Source: an optimization exercise on an open RTL-to-GDS flow (aim: small area, a short achievable clock period and few clock cycles). Production flows keep margins and buffers that such runs may drop.
Power figures rest on the tool's default switching activity, not on a simulated workload.

Setup of run a:
==> flow/design.v <==
package crfc_pkg;
    localparam int unsigned IdW      = 11;
    localparam int unsigned LenW     = 4;
    localparam int unsigned DataW    = 64;
    localparam int unsigned TimeW    = 32;
    localparam int unsigned PidW     = 8;
    localparam int unsigned ValW     = 16;
    localparam int unsigned NumSlots = 5;
    localparam int unsigned SlotIdxW = 3;
    localparam int unsigned CfgIdxW  = 3;
    localparam int unsigned STdataW = 152;
    localparam int unsigned MTdataW = 152;
    localparam int unsigned STuserW = 3;
    localparam logic [IdW-1:0] RstRpmId     = 11'h100;
    localparam logic [IdW-1:0] RstSpeedId   = 11'h110;
    localparam logic [IdW-1:0] RstCoolantId = 11'h120;
    localparam logic [IdW-1:0] RstGearId    = 11'h121;
    localparam logic [IdW-1:0] RstFuelId    = 11'h32F;
    localparam logic [IdW-1:0] RstDiagId    = 11'h746;
    localparam logic [7:0] SessMinByte0 = 8'h02;
    localparam logic [7:0] SessByte1    = 8'h50;
    localparam logic [7:0] SessByte2    = 8'h80;
    localparam logic [7:0] ReadByte1    = 8'h61;
    localparam logic [LenW-1:0] SessMinLen = 4'd3;
    localparam logic [LenW-1:0] ReadMinLen = 4'd5;
    localparam logic [LenW-1:0] MaxLen     = 4'd8;
    typedef enum logic [2:0] {
        MODE_FRAME     = 3'd0,
        MODE_SESS_REQ  = 3'd1,
        MODE_READ_REQ  = 3'd2,
        MODE_TAKE_SESS = 3'd3,
        MODE_TAKE_READ = 3'd4,
        MODE_GET_SLOT  = 3'd5
    } mode_t;
    typedef enum logic [CfgIdxW-1:0] {
        REG_RPM_ID     = 3'd0,
        REG_SPEED_ID   = 3'd1,
        REG_COOLANT_ID = 3'd2,
        REG_GEAR_ID    = 3'd3,
        REG_FUEL_ID    = 3'd4,
        REG_DIAG_ID    = 3'd5
    } cfg_reg_t;
    typedef enum logic {
        ST_IDLE = 1'b0,
        ST_RESP = 1'b1
    } state_t;
    typedef struct packed {
        logic                hit;
        logic [SlotIdxW-1:0] idx;
    } match_t;
    typedef struct packed {
        logic [LenW-1:0]  len;
        logic [DataW-1:0] payload;
        logic [TimeW-1:0] stamp;
    } slot_entry_t;
endpackage
module crfc_id_match (
    input  logic [crfc_pkg::NumSlots-1:0][crfc_pkg::IdW-1:0] id_list,
    input  logic [crfc_pkg::IdW-1:0]                          key,
    output crfc_pkg::match_t                                  match
);
    always_comb begin
        match.hit = 1'b0;
        match.idx = '0;
        for (int k = crfc_pkg::NumSlots - 1; k >= 0; k--) begin
            if (id_list[k] == key) begin
                match.hit = 1'b1;
                match.idx = crfc_pkg::SlotIdxW'(k);
            end
        end
    end
endmodule
module crfc_slot_mem (
    input  logic                           aclk,
    input  logic                           aresetn,
    input  logic                           wr_en,
    input  logic [crfc_pkg::SlotIdxW-1:0]  wr_idx,
    input  crfc_pkg::slot_entry_t          wr_data,
    input  logic                           rd_en,
    input  logic [crfc_pkg::SlotIdxW-1:0]  rd_idx,
    output logic                           rd_valid,
    output crfc_pkg::slot_entry_t          rd_data
);
    logic [crfc_pkg::LenW+crfc_pkg::DataW+crfc_pkg::TimeW-1:0] slot_mem [0:crfc_pkg::NumSlots-1];
    logic [crfc_pkg::NumSlots-1:0] valid_reg, valid_next;
    logic                          rd_valid_reg;
    crfc_pkg::slot_entry_t         rd_data_reg;
    always_comb begin
        valid_next = valid_reg;
        if (wr_en) begin
            valid_next[wr_idx] = 1'b1;
        end
    end
    always_ff @(posedge aclk) begin
        if (!aresetn) begin
            valid_reg <= '0;
        end else begin
            valid_reg <= valid_next;
        end
    end
    always_ff @(posedge aclk) begin
        if (wr_en) begin
            slot_mem[wr_idx] <= wr_data;
        end
        if (rd_en) begin
            rd_data_reg  <= slot_mem[rd_idx];
        end
    end
    always_ff @(posedge aclk) begin
        if (!aresetn) begin
            rd_valid_reg <= 1'b0;
        end else if (rd_en) begin
            rd_valid_reg <= valid_reg[rd_idx];
        end
    end
    assign rd_valid = rd_valid_reg;
    assign rd_data  = rd_valid_reg ? rd_data_reg : '0;
endmodule
module can_rx_frame_cache_diag_latch (
    input  logic                            aclk,
    input  logic                            aresetn,
    input  logic                            s_tvalid,
    output logic                            s_tready,
    input  logic [crfc_pkg::STdataW-1:0]    s_tdata,
    input  logic [crfc_pkg::STuserW-1:0]    s_tuser,
    output logic                            m_tvalid,
    input  logic                            m_tready,
    output logic [crfc_pkg::MTdataW-1:0]    m_tdata,
    input  logic                            cfg_wr_en,
    input  logic [crfc_pkg::CfgIdxW-1:0]    cfg_index,
    input  logic [crfc_pkg::IdW-1:0]        cfg_data
);
    localparam int N = crfc_pkg::NumSlots;
    logic [10:0] in_id, in_lookup;
    logic [3:0]  in_len;
    logic [63:0] in_data;
    logic [7:0]  in_pid;
    logic [31:0] in_now;
    assign in_id     = s_tdata[10:0];
    assign in_len    = s_tdata[32:29];
    assign in_data   = s_tdata[96:33];
    assign in_pid    = s_tdata[104:97];
    assign in_lookup = s_tdata[115:105];
    assign in_now    = s_tdata[147:116];
    logic [N-1:0][10:0] slot_id;
    logic [10:0]        diag_id;
    always_ff @(posedge aclk) begin
        if (!aresetn) begin
            slot_id[0] <= crfc_pkg::RstRpmId;
            slot_id[1] <= crfc_pkg::RstSpeedId;
            slot_id[2] <= crfc_pkg::RstCoolantId;
            slot_id[3] <= crfc_pkg::RstGearId;
            slot_id[4] <= crfc_pkg::RstFuelId;
            diag_id    <= crfc_pkg::RstDiagId;
        end else if (cfg_wr_en) begin
            for (int k = 0; k < N; k++)
                if (cfg_index == 3'(k)) slot_id[k] <= cfg_data;
            if (cfg_index == 3'd5) diag_id <= cfg_data;
        end
    end
    logic m_valid;
    logic accept;
    logic is_frame, is_sess_req, is_read_req, is_take_sess, is_take_read, is_get_slot;
    assign s_tready = !m_valid || m_tready;
    assign accept   = s_tvalid && s_tready;
    assign is_frame     = (s_tuser == 3'd0);
    assign is_sess_req  = (s_tuser == 3'd1);
    assign is_read_req  = (s_tuser == 3'd2);
    assign is_take_sess = (s_tuser == 3'd3);
    assign is_take_read = (s_tuser == 3'd4);
    assign is_get_slot  = (s_tuser == 3'd5);
    logic [N-1:0] rx_eq, lk_eq, rx_sel, lk_first;
    logic         rx_hit;
    always_comb begin
        for (int k = 0; k < N; k++) begin
            rx_eq[k] = (slot_id[k] == in_id);
            lk_eq[k] = (slot_id[k] == in_lookup);
        end
        for (int k = 0; k < N; k++) begin
            rx_sel[k]   = rx_eq[k];
            lk_first[k] = lk_eq[k];
            for (int j = 0; j < k; j++) begin
                if (rx_eq[j]) rx_sel[k]   = 1'b0;
                if (lk_eq[j]) lk_first[k] = 1'b0;
            end
        end
    end
    assign rx_hit = |rx_eq;
    logic [3:0]  new_len;
    logic [63:0] new_data;
    always_comb begin
        new_len = in_len[3] ? 4'd8 : in_len;
        for (int b = 0; b < 8; b++)
            new_data[8*b +: 8] = (in_len > 4'(b)) ? in_data[8*b +: 8] : 8'h00;
    end
    logic [N-1:0]       slot_valid;
    logic [3:0]         slot_len   [N];
    logic [63:0]        slot_data  [N];
    logic [31:0]        slot_time  [N];
    always_ff @(posedge aclk) begin
        if (!aresetn) begin
            slot_valid <= '0;
        end else if (accept && is_frame) begin
            slot_valid <= slot_valid | rx_sel;
        end
    end
    always_ff @(posedge aclk) begin
        for (int k = 0; k < N; k++) begin
            if (accept && is_frame && rx_sel[k]) begin
                slot_len[k]  <= new_len;
                slot_data[k] <= new_data;
                slot_time[k] <= in_now;
            end
        end
    end
    logic diag_hit, sess_reply, read_reply;
    assign diag_hit   = !rx_hit && (in_id == diag_id);
    assign sess_reply = (in_len >= 4'd3) && (|in_data[7:1])
                     && (in_data[15:8] == 8'h50) && (in_data[23:16] == 8'h80);
    assign read_reply = (in_len >= 4'd5) && (in_data[15:8] == 8'h61);
    logic        sess_flag, read_flag;
    logic [7:0]  read_pid;
    logic [15:0] read_val;
    logic [31:0] last_rx;
    logic        take_read_ok;
    assign take_read_ok = read_flag && (read_pid == in_pid);
    always_ff @(posedge aclk) begin
        if (!aresetn) begin
            sess_flag <= 1'b0;
            read_flag <= 1'b0;
            read_pid  <= '0;
            read_val  <= '0;
            last_rx   <= '0;
        end else if (accept) begin
            if (is_frame) begin
                last_rx <= in_now;
                if (diag_hit && sess_reply) begin
                    sess_flag <= 1'b1;
                end else if (diag_hit && read_reply) begin
                    read_flag <= 1'b1;
                    read_pid  <= in_data[23:16];
                    read_val  <= {in_data[31:24], in_data[39:32]};
                end
            end
            if (is_sess_req || is_take_sess) sess_flag <= 1'b0;
            if (is_read_req || (is_take_read && take_read_ok)) read_flag <= 1'b0;
        end
    end
    logic [N-1:0] nxt_sel;
    logic [N-1:0] sel_hold;
    logic [5:0][N-1:0] sel_q;
    logic [5:0]   keep;
    logic         res_val, res_ok;
    assign nxt_sel = is_get_slot ? (lk_first & slot_valid) : '0;
    assign keep[0] = m_valid || s_tvalid;
    assign keep[1] = m_valid;
    assign keep[2] = !m_tready;
    assign keep[3] = m_valid && !m_tready;
    assign keep[4] = !m_tready || s_tvalid;
    assign keep[5] = m_valid || cfg_wr_en;
    always_ff @(posedge aclk) begin
        if (accept) sel_hold <= nxt_sel;
        for (int c = 0; c < 6; c++)
            sel_q[c] <= accept ? nxt_sel : (sel_hold & {N{keep[c]}});
        if (accept) begin
            res_val <= is_take_read && take_read_ok;
            res_ok  <= (is_take_sess && sess_flag) || (is_take_read && take_read_ok)
                    || (|nxt_sel);
        end
    end
    always_ff @(posedge aclk) begin
        if (!aresetn) begin
            m_valid <= 1'b0;
        end else begin
            m_valid <= (accept && (is_take_sess || is_take_read || is_get_slot))
                    || (m_valid && !m_tready);
        end
    end
    logic [99:0] slot_word [N];
    logic [99:0] o_word;
    logic [99:0] word_sel  [N];
    always_comb begin
        o_word = '0;
        for (int k = 0; k < N; k++) begin
            slot_word[k] = {slot_time[k], slot_len[k], slot_data[k]};
            for (int i = 0; i < 100; i++)
                word_sel[k][i] = sel_q[(i * 6) / 100][k];
            o_word = o_word | (slot_word[k] & word_sel[k]);
        end
    end
    assign m_tvalid = m_valid;
    assign m_tdata  = {3'b000, last_rx, o_word, read_val & {16{res_val}}, res_ok};
endmodule
Settings: LEC_CHECK=0, CAP_MARGIN=20, CORE_MARGIN=2, CORE_UTILIZATION=55, CTS_CLUSTER_DIAMETER=80, CTS_CLUSTER_SIZE=22, SETUP_SLACK_MARGIN=1.3, SLEW_MARGIN=20; clock period 3.5 ns.
standard.sh (not shown) runs the stock make flow with config.mk's settings and CLKGATE_MAP_FILE= SYNTH_SCRIPT=/design/flow/synth_recipe.tcl, a recipe that flattens the netlist after the stock synthesis.
==> flow/flow/run.sh <==
#!/bin/bash
# Standard ORFS layout, with plain buffers (instead of the default delay
# cells) on the input and output ports, and the input port buffers sized by
# their fanout before the first repair. Every tool's output is kept in the
# ORFS logs folder; make's own output goes to standard.log.
set -euo pipefail
export BUFFER_PORTS_ARGS="-buffer_cell sky130_fd_sc_hd__buf_1"
export PRE_RESIZE_TCL="$PWD/flow/size_inputs.tcl"
bash standard.sh > standard.log 2>&1
==> flow/flow/size_inputs.tcl <==
# Size each input port's buffer by the number of pins it drives.
set n2 0
set n4 0
foreach bterm [[ord::get_db_block] getBTerms] {
  if {[$bterm getIoType] ne "INPUT"} { continue }
  set net [$bterm getNet]
  if {$net eq "NULL"} { continue }
  foreach iterm [$net getITerms] {
    set inst [$iterm getInst]
    if {[[$inst getMaster] getName] ne "sky130_fd_sc_hd__buf_1"} { continue }
    set onet [[$inst findITerm X] getNet]
    if {$onet eq "NULL"} { continue }
    set fanout [expr {[llength [$onet getITerms]] - 1}]
    if {$fanout >= 4} {
      replace_cell [$inst getName] sky130_fd_sc_hd__buf_4
      incr n4
    } elseif {$fanout >= 2} {
      replace_cell [$inst getName] sky130_fd_sc_hd__buf_2
      incr n2
    }
  }
}
puts "size_inputs: $n2 input buffers to buf_2, $n4 to buf_4"
### run a -> run b
--- a/flow/design.v
+++ b/flow/design.v
@@ -248,8 +248,8 @@
     end
     logic [N-1:0] nxt_sel;
     logic [N-1:0] sel_hold;
-    logic [5:0][N-1:0] sel_q;
-    logic [5:0]   keep;
+    logic [11:0][N-1:0] sel_q;
+    logic [11:0]  keep;
     logic         res_val, res_ok;
     assign nxt_sel = is_get_slot ? (lk_first & slot_valid) : '0;
     assign keep[0] = m_valid || s_tvalid;
@@ -258,9 +258,15 @@
     assign keep[3] = m_valid && !m_tready;
     assign keep[4] = !m_tready || s_tvalid;
     assign keep[5] = m_valid || cfg_wr_en;
+    assign keep[6] = !m_tready || cfg_wr_en;
+    assign keep[7] = (m_valid && !m_tready) || s_tvalid;
+    assign keep[8] = (m_valid && !m_tready) || cfg_wr_en;
+    assign keep[9] = m_valid || !aresetn;
+    assign keep[10] = !m_tready || !aresetn;
+    assign keep[11] = (m_valid && !m_tready) || !aresetn;
     always_ff @(posedge aclk) begin
         if (accept) sel_hold <= nxt_sel;
-        for (int c = 0; c < 6; c++)
+        for (int c = 0; c < 12; c++)
             sel_q[c] <= accept ? nxt_sel : (sel_hold & {N{keep[c]}});
         if (accept) begin
             res_val <= is_take_read && take_read_ok;
@@ -284,7 +290,7 @@
         for (int k = 0; k < N; k++) begin
             slot_word[k] = {slot_time[k], slot_len[k], slot_data[k]};
             for (int i = 0; i < 100; i++)
-                word_sel[k][i] = sel_q[(i * 6) / 100][k];
+                word_sel[k][i] = sel_q[(i * 12) / 100][k];
             o_word = o_word | (slot_word[k] & word_sel[k]);
         end
     end
Results
- Combinational cell fraction of total power delta for run b relative to run a: 0.4 points higher
- Switching power total on run b is behind run a.
- Run b: sum of routed wire length over all layers is 6.3% higher than what run a reported.
- Between run b and run a, it is run b whose portion of the clock cycle consumed by the worst path in the final layout is lower, by 0.77 points.
- Run b and run a ended up with roughly the same switching portion of total power.
- Comparing via count for run b and run a, the smaller number came from run a.
- Against run a as the reference, run b delivers a higher number of core rows.
- Of run b and run a, the run reporting the lower wire length of the first global-routing pass was run a.
- Diff run a -> run b: area after synthesis increased by 840 um2 relative to the old numbers; transition time at the pin with the least slew margin down 0.36 ns; number of ordinary and repair buffers in the finished layout increased by 26 relative to the old numbers.
- Run b vs. run a: count of non-filler cells in the finished layout increased by 120 relative to the old numbers; number of DRC violations after detailed-routing iteration 0 increased by 30 relative to the old numbers.
No run of this note included a check of the RTL's function; only the layout flow was run.

[re-timing with driven ports]
The flow's constraints put no driver on any port. The routed layouts listed below were extracted and timed again, unchanged, in two steps.
Step 1, drivers: a clkbuf_16 drives aclk and a buf_2 each remaining input, both assumed.
Step 2 also shifts input and output timing later by t, the mid clock arrival at the registers, as if the neighbouring blocks saw the same clock.
Slacks: no drivers / after step 1 / after step 2; pairs: no drivers / after step 1.
run	t, ns	setup slack, ns	clock arrival spread, ns
run a	0.631	1.031 / 0.970 / 0.771	0.017 / 0.017
run b	0.635	1.058 / 0.996 / 0.723	0.015 / 0.015
After both steps every run listed still meets setup and hold. The setup slack of run b, which loses most, moves by -0.062 ns with the drivers and by -0.335 ns with both steps.
